What follows belongs to an exercise in optimizing a design on an open flow for small area, a short achievable clock period and few clock cycles; a production flow would make more cautious choices.

v6:
==> module rbd_fadd, before the edit <==
module rbd_fadd
(
    input  logic        i_clk,
    input  logic        i_rst_n,
    input  logic        i_load,
    input  logic [3:0]  i_lane_we,
    input  logic [7:0]  i_delta,
    input  logic [31:0] i_a,
    output logic        o_busy,
    output logic [31:0] o_time
);
    logic [31:0] o_sum;
    logic [2:0]  r_p;       
    logic [7:0]  r_md;      
    logic        r_dz;      
    logic [3:0]  r_st;      
    logic [4:0]  r_sh;
    logic        r_dbig;
    logic        r_xsel;    
    logic [27:0] r_w;
    assign r_w = o_time[27:0];
    logic [7:0]  r_e;
    logic        sa;
    logic [7:0]  ea;
    logic [7:0]  ea_eff;
    logic [23:0] ma;
    assign sa     = i_a[31];
    assign ea     = i_a[30:23];
    assign ea_eff = (ea == 8'd0) ? 8'd1 : ea;
    assign ma     = {ea != 8'd0, i_a[22:0]};
    logic [2:0] ld_p;
    always_comb begin
        ld_p = 3'd0;
        for (int i = 0; i < 8; i++) begin
            if (i_delta[i]) ld_p = 3'(i);
        end
    end
    always_ff @(posedge i_clk) begin
        if (i_load) begin
            r_p  <= ld_p;
            r_md <= i_delta << (3'd7 - ld_p);
            r_dz <= (i_delta == 8'd0);
        end
    end
    logic done;
    assign done   = r_st[3] && (r_w[27] || r_w[26] || (r_w == 28'd0));
    assign o_busy = |r_st;
    always_ff @(posedge i_clk) begin
        if (!i_rst_n) begin
            r_st <= '0;
        end else begin
            r_st[0] <= i_load;
            r_st[1] <= r_st[0];
            r_st[2] <= r_st[1];
            r_st[3] <= r_st[2] || (r_st[3] && !done);
        end
    end
    logic [8:0] diff;       
    logic [8:0] ndiff;      
    logic [8:0] adiff;
    assign diff  = {1'b0, ea_eff} - {1'b0, 8'd127 + {5'd0, r_p}};
    assign ndiff = {1'b0, 8'd127 + {5'd0, r_p}} - {1'b0, ea_eff};
    assign adiff = diff[8] ? ndiff : diff;
    always_ff @(posedge i_clk) begin
        if (r_st[0]) begin
            r_dbig <= diff[8] || ((diff == 9'd0) &&
                      ((r_md > ma[23:16]) || ((r_md == ma[23:16]) && (ma[15:0] == 16'd0))));
            r_sh   <= (adiff > 9'd31) ? 5'd31 : adiff[4:0];
        end
    end
    logic [26:0] y_sh;
    always_comb begin
        logic [26:0] v;
        logic        st;
        v  = r_dbig ? {ma, 3'b000} : {r_md, 19'd0};
        st = 1'b0;
        if (r_sh[0]) begin st = st | v[0];          v = v >> 1;  end
        if (r_sh[1]) begin st = st | (|v[1:0]);     v = v >> 2;  end
        if (r_sh[2]) begin st = st | (|v[3:0]);     v = v >> 4;  end
        if (r_sh[3]) begin st = st | (|v[7:0]);     v = v >> 8;  end
        if (r_sh[4]) begin st = st | (|v[15:0]);    v = v >> 16; end
        y_sh = v | {26'd0, st};
    end
    logic [26:0] x;
    logic [27:0] s;
    assign x = r_xsel ? {r_md, 19'd0} : {ma, 3'b000};
    rbd_add #(.W(28)) u_add (
        .i_a    ({1'b0, x}),
        .i_b    (r_w),
        .i_cin  (sa),
        .o_sum  (s),
        .o_cout ()
    );
    always_ff @(posedge i_clk) begin
        if (r_st[1]) begin
            o_time[27:0] <= {sa, sa ? ~y_sh : y_sh};
            r_xsel <= r_dbig;
        end else if (r_st[2]) begin
            o_time[27:0] <= s;
            r_e <= r_dbig ? (8'd127 + {5'd0, r_p}) : ea_eff;
        end else if (done) begin
            o_time <= o_sum;
        end else if (r_st[3]) begin
            o_time[27:0] <= {r_w[26:0], 1'b0};
            r_e <= r_e - 8'd1;
        end else begin
            for (int k = 0; k < 4; k++) begin
                if (i_lane_we[k]) o_time[8*k +: 8] <= i_delta;
            end
        end
    end
    logic [23:0] m;
    logic        g;
    logic        stk;
    logic        up;
    logic [24:0] mant;
    logic [7:0]  e2;
    assign m    = r_w[27] ? r_w[27:4] : r_w[26:3];
    assign g    = r_w[27] ? r_w[3] : r_w[2];
    assign stk  = r_w[27] ? (|r_w[2:0]) : (|r_w[1:0]);
    assign up   = g & (stk | m[0]);
    rbd_add #(.W(25)) u_round (
        .i_a    ({1'b0, m}),
        .i_b    (25'd0),
        .i_cin  (up),
        .o_sum  (mant),
        .o_cout ()
    );
    logic [7:0]  e_1;
    logic [7:0]  e_2;
    logic        rc;
    assign e_1  = r_e + 8'd1;
    assign e_2  = r_e + 8'd2;
    assign rc   = up & (&m);
    assign e2   = (r_w[27] & rc) ? e_2 : ((r_w[27] | rc) ? e_1 : r_e);
    always_comb begin
        if (ea == 8'hFF) begin
            o_sum = i_a | {9'd0, i_a[22:0] != 23'd0, 22'd0};
        end else if (r_dz) begin
            o_sum = (i_a[30:0] == 31'd0) ? 32'd0 : i_a;
        end else if (!r_w[27] && !r_w[26]) begin
            o_sum = 32'd0;
        end else begin
            o_sum = {sa & ~r_dbig, e2, mant[22:0]};
        end
    end
endmodule
==> module rbd_queue, before the edit <==
module rbd_queue
#(
    parameter int DEPTH = 3
)
(
    input  logic       i_clk,
    input  logic       i_rst_n,
    input  logic       i_push,
    input  logic [9:0] i_item,
    input  logic       i_pop,
    output logic       o_full,
    output logic       o_valid,
    output logic [9:0] o_item
);
    localparam int AW = (DEPTH > 1) ? $clog2(DEPTH) : 1;
    localparam int CW = $clog2(DEPTH + 1);
    logic [9:0]    r_mem [0:DEPTH-1];
    logic [AW-1:0] r_wr;
    logic [AW-1:0] r_rd;
    logic [CW-1:0] r_count;
    assign o_full  = (r_count == CW'(DEPTH));
    assign o_valid = (r_count != '0);
    assign o_item  = r_mem[r_rd];
    always_ff @(posedge i_clk) begin
        if (i_push) begin
            r_mem[r_wr] <= i_item;
        end
    end
    always_ff @(posedge i_clk) begin
        if (!i_rst_n) begin
            r_wr    <= '0;
            r_rd    <= '0;
            r_count <= '0;
        end else begin
            if (i_push) begin
                r_wr <= (r_wr == AW'(DEPTH - 1)) ? '0 : r_wr + AW'(1);
            end
            if (i_pop) begin
                r_rd <= (r_rd == AW'(DEPTH - 1)) ? '0 : r_rd + AW'(1);
            end
            if (i_push && !i_pop) begin
                r_count <= r_count + CW'(1);
            end else if (i_pop && !i_push) begin
                r_count <= r_count - CW'(1);
            end
        end
    end
endmodule
Settings: LEC_CHECK=0, CAP_MARGIN=20, CORE_MARGIN=2, CORE_UTILIZATION=40, CTS_CLUSTER_DIAMETER=100, CTS_CLUSTER_SIZE=22, SETUP_SLACK_MARGIN=5, SLEW_MARGIN=20; clock period 8.5 ns.
standard.sh (not shown) runs the stock make flow with config.mk's settings and CLKGATE_MAP_FILE= SYNTH_SCRIPT=/design/flow/synth_recipe.tcl, a recipe that flattens the netlist after the stock synthesis.
==> flow/flow/run.sh <==
#!/bin/bash
# The standard layout, with the port buffers made from the smallest plain
# buffer cell instead of the resizer's default choice.
set -euo pipefail
export BUFFER_PORTS_ARGS="-buffer_cell sky130_fd_sc_hd__buf_1"
bash standard.sh finish > standard.log 2>&1
The following lists how v7 was set up differently from v6:
--- a/flow/design.v
+++ b/flow/design.v
@@ -92,12 +92,12 @@
         .o_cout ()
     );
     always_ff @(posedge i_clk) begin
-        if (r_st[1]) begin
-            o_time[27:0] <= {sa, sa ? ~y_sh : y_sh};
-            r_xsel <= r_dbig;
-        end else if (r_st[2]) begin
+        if (r_st[2]) begin
             o_time[27:0] <= s;
             r_e <= r_dbig ? (8'd127 + {5'd0, r_p}) : ea_eff;
+        end else if (r_st[1]) begin
+            o_time[27:0] <= {sa, sa ? ~y_sh : y_sh};
+            r_xsel <= r_dbig;
         end else if (done) begin
             o_time <= o_sum;
         end else if (r_st[3]) begin
@@ -337,7 +337,7 @@
 endmodule
 module rbd_queue
 #(
-    parameter int DEPTH = 3
+    parameter int DEPTH = 2
 )
 (
     input  logic       i_clk,
Results
Number of flip-flops and latches of v7 falls short of that of v6 by a few percent.
Share of the clock period used by the worst path after layout for v7: 1.8 points down relative to v6
Looking only at data arrival time of the critical path, and setting everything else aside, the higher value of v6 and v7 goes to v6.
The final reports for v7 and v6 show post-detailed-route via-to-cell ratio higher in the former.
Diff v6 -> v7 | die area | decrease of about 2.3%
Compared with v6, v7 shows sequential cell area that has gone down by a few percent.
No run of this note included a check of the RTL's function; only the layout flow was run.

==> afterwards: timing with drivers on the ports <==
How much do the figures lean on ideal ports? The routed layouts below were timed once more, with nothing changed but the port constraints. Step 1, drivers: a clkbuf_16 drives i_clk and a buf_2 each remaining input, both assumed. Step 2 times the ports against the registers' clock, not the clock port: input delays grow and output delays shrink by t, the midpoint of the rising clock arrivals with the driver on. a / b / c = no drivers / after step 1 / after step 2; a / b = the first two.
run | shift t [ns] | setup WS [ns] | cell pins on the clock port's net
v6 | 0.556 | 4.740 / 4.740 / 4.520 | 1
v7 | 0.550 | 4.894 / 4.894 / 4.662 | 1
After both steps setup and hold are still met in every run listed. For v7, which loses most, drivers alone change the setup slack by 0.000 ns; drivers and shift together by -0.232 ns.
